What follows belongs to an exercise in optimizing a design on an open flow for small area, a short achievable clock period and few clock cycles per item; a production flow would make more cautious choices.
The RTL was checked by simulation tests, not by an equivalence proof against the original design.
Power is estimated from default activity; no workload was simulated.

job 101:
// seq_alu
module seq_alu (
  input  logic        clk,
  input  logic        clear_n,
  input  logic        start,
  input  logic [5:0]  op,
  input  logic [31:0] A,
  input  logic [31:0] B,
  output logic        busy,
  output logic        done,
  output logic [31:0] result_lo,
  output logic [31:0] result_hi,
  output logic        carry_out,
  output logic        div_zero,
  output logic        illegal_op
);
  localparam int K     = 4;             
  localparam int NSTEP = 16 / K;
  localparam logic [31:0] K0 = 32'h5555_5556;   
  logic        s_mul, s_mfin, s_d0, s_dit;   
  logic        busy_q, done_q;
  logic [31:0] a_q, b_q;
  logic [4:0]  r_q;                     
  logic [4:0]  cnt_q;
  logic v_arith, v_inv, v_useb, v_carry;   
  logic [3:0] v_tt;                         
  logic v_shl, v_shr, v_sra, v_rot, v_dz, v_ill;
  logic mfirst_q;
  logic [31:0] lo_q, hi_q;
  logic        sx_q;                    
  logic        cx_q;                    
  logic [3*K-1:0] bc_q;                 
  logic [1:0]  cr_q;                    
  logic [2*K-1:0] rls_q, rlc_q;         
  logic        rln_q;                   
  logic        qneg_q;
  logic [5:0]  la_q, lb_q;              
  logic        carry_q, dz_q, ill_q;
  logic accept;
  assign accept = start & ~busy_q;
  function automatic logic [31:0] por(input logic [31:0] x);
    logic [31:0] p;
    p = x;
    p = p | {p[30:0], 1'b0};
    p = p | {p[29:0], 2'b0};
    p = p | {p[27:0], 4'b0};
    p = p | {p[23:0], 8'b0};
    p = p | {p[15:0], 16'b0};
    por = p;
  endfunction
  function automatic logic [31:0] cneg(input logic [31:0] x, input logic s);
    logic [31:0] p;
    p = por(x);
  ...
==> flow/config.mk <==
export PLATFORM = sky130hd
export DESIGN_NAME = seq_alu
export DESIGN_NICKNAME = seq_alu
export VERILOG_FILES = /design/flow/design.v
export SDC_FILE = /design/flow/constraint.sdc
export NUM_CORES = 4
export LEC_CHECK = 0
export ABC_AREA = 1
export CAP_MARGIN = 20
export CORE_MARGIN = 2
export CORE_UTILIZATION = 40
export SETUP_SLACK_MARGIN = 4.5
export SLEW_MARGIN = 20
==> flow/constraint.sdc <==
create_clock -name core_clock -period 8.0 [get_ports {clk}]
set_input_delay 1.6000 -clock core_clock [delete_from_list [all_inputs] [get_ports {clk}]]
set_output_delay 1.6000 -clock core_clock [all_outputs]
set_load 0.01 [all_outputs]
standard.sh (not shown) runs the stock make flow with config.mk's settings and CLKGATE_MAP_FILE= SYNTH_SCRIPT=/design/flow/synth_recipe.tcl, a recipe that flattens the netlist after the stock synthesis.
==> flow/flow/run.sh <==
#!/bin/bash
# The standard layout (standard.sh: ORFS from synthesis to finish) with one change: the
# buffers that ORFS puts on every input and output port are sky130_fd_sc_hd__buf_2 instead of
# the delay cell that buffer_ports picks by default. Everything else is the standard flow.
set -euo pipefail
export BUFFER_PORTS_ARGS="-buffer_cell sky130_fd_sc_hd__buf_2"
bash standard.sh > standard.log 2>&1
Testbench counts of job 101, summed over its fixed seeds: cycles 21,956, ops 8,000.
Changes in job 102 relative to job 101:
diff --git a/flow/design.v b/flow/design.v
--- a/flow/design.v
+++ b/flow/design.v
@@ -82,14 +82,14 @@
     nz = |t;
     c  = x[31] & (&(x[31:1] | ~x[30:0]));
     blen = (nz ? {1'b0, topone(t)} + 6'd1 : 6'd0) + {5'd0, c};
   endfunction
   localparam int W = 34 + 2*K + 2;
   logic [K-1:0]  bneg, bone, btwo;
-  logic [33:0]   ppx [K];
-  logic [33:0]   pp [K];
+  logic [K-1:0][33:0] ppx;
+  logic [K-1:0][33:0] pp;
   logic [32:0]   s_in, c_in;
   logic [33:0]   a1, a2;
   assign s_in = mfirst_q ? 33'd0 : {sx_q, hi_q};
   assign c_in = mfirst_q ? 33'd0 : {cx_q, b_q};
   assign a1   = {{2{a_q[31]}}, a_q};
   assign a2   = {a_q[31], a_q, 1'b0};
@@ -99,30 +99,30 @@
       r[3*j]   = m[2*j+1] ^ m[2*j];                                               
       r[3*j+1] = (m[2*j+2] & ~m[2*j+1] & ~m[2*j]) | (~m[2*j+2] & m[2*j+1] & m[2*j]);  
       r[3*j+2] = m[2*j+2] & ~(m[2*j+1] & m[2*j]);                               
     end
     brec = r;
   endfunction
-  always_comb begin
-    for (int j = 0; j < K; j++) begin
-      bone[j] = bc_q[3*j];
-      btwo[j] = bc_q[3*j+1];
-      bneg[j] = bc_q[3*j+2];
-      ppx[j]  = ((a1 & {34{bone[j]}}) | (a2 & {34{btwo[j]}})) ^ {34{bneg[j]}};
-      pp[j]   = {~ppx[j][33], ppx[j][32:0]};
-    end
-  end
-  logic [W-1:0] rows [K+2];
-  always_comb begin
-    for (int j = 0; j < K; j++) begin
-      rows[j] = W'(pp[j]) << (2*j);
-      if (j > 0) rows[j][2*j-2] = bneg[j-1];
-    end
-    rows[K]   = W'(s_in);
-    rows[K+1] = W'(c_in);
-  end
+  logic [K+1:0][W-1:0] rows;
+  genvar gj;
+  generate
+    for (gj = 0; gj < K; gj++) begin : g_row
+      assign bone[gj] = bc_q[3*gj];
+      assign btwo[gj] = bc_q[3*gj+1];
+      assign bneg[gj] = bc_q[3*gj+2];
+      assign ppx[gj]  = ((a1 & {34{bone[gj]}}) | (a2 & {34{btwo[gj]}})) ^ {34{bneg[gj]}};
+      assign pp[gj]   = {~ppx[gj][33], ppx[gj][32:0]};
+      if (gj == 0) begin : g_first
+        assign rows[gj] = W'(pp[gj]);
+      end else begin : g_next
+        assign rows[gj] = (W'(pp[gj]) << (2*gj)) | (W'(bneg[gj-1]) << (2*gj-2));
+      end
+    end
+  endgenerate
+  assign rows[K]   = W'(s_in);
+  assign rows[K+1] = W'(c_in);
   logic [W-1:0] ms, mc;
   logic [W-1:0] l1s, l1c, l2s, l2c, l3s, l3c, l4s, l4c;
   assign l1s = rows[0] ^ rows[1] ^ rows[2];
   assign l1c = {((rows[0][W-2:0] & rows[1][W-2:0]) | (rows[0][W-2:0] & rows[2][W-2:0]) |
                  (rows[1][W-2:0] & rows[2][W-2:0])), 1'b0};
   assign l2s = rows[3] ^ rows[4] ^ rows[5];
Job 101 was routed with more vias than job 102.
The power in combinational cells of job 102 is lower than that of job 101.
Job 102 vs. job 101: transition time at the pin with the least slew margin went up 16 ps; tightest hold margin went up 14 ps; synthesized netlist cell count went down 30; total met2 wirelength after detailed routing went down 7.2%.
Testbench counts of job 102, summed over its fixed seeds: cycles 21,956, ops 8,000.

## port drivers added, routing unchanged
Ports are ideal in the flow. The routed layouts listed here were re-timed in OpenROAD.
Step 1 assumes that a clkbuf_16 drives the clock port and a buf_2 every other input.
Step 2 also shifts input and output timing later by t, the mid clock arrival at the registers, as if the neighbouring blocks saw the same clock.
Slacks: ideal ports / drivers / drivers and shift; pairs: ideal ports / drivers.
run | t (ns) | setup WS [ns] | worst data-port slew with drivers (ns)
job 101 | 0.677 | 4.390 / 4.390 / 3.958 | 0.06
job 102 | 0.667 | 4.418 / 4.418 / 3.872 | 0.08
After both steps setup and hold are still met in every run listed. The setup slack of job 102, which loses most, moves by 0.000 ns with the drivers and by -0.546 ns with both steps.
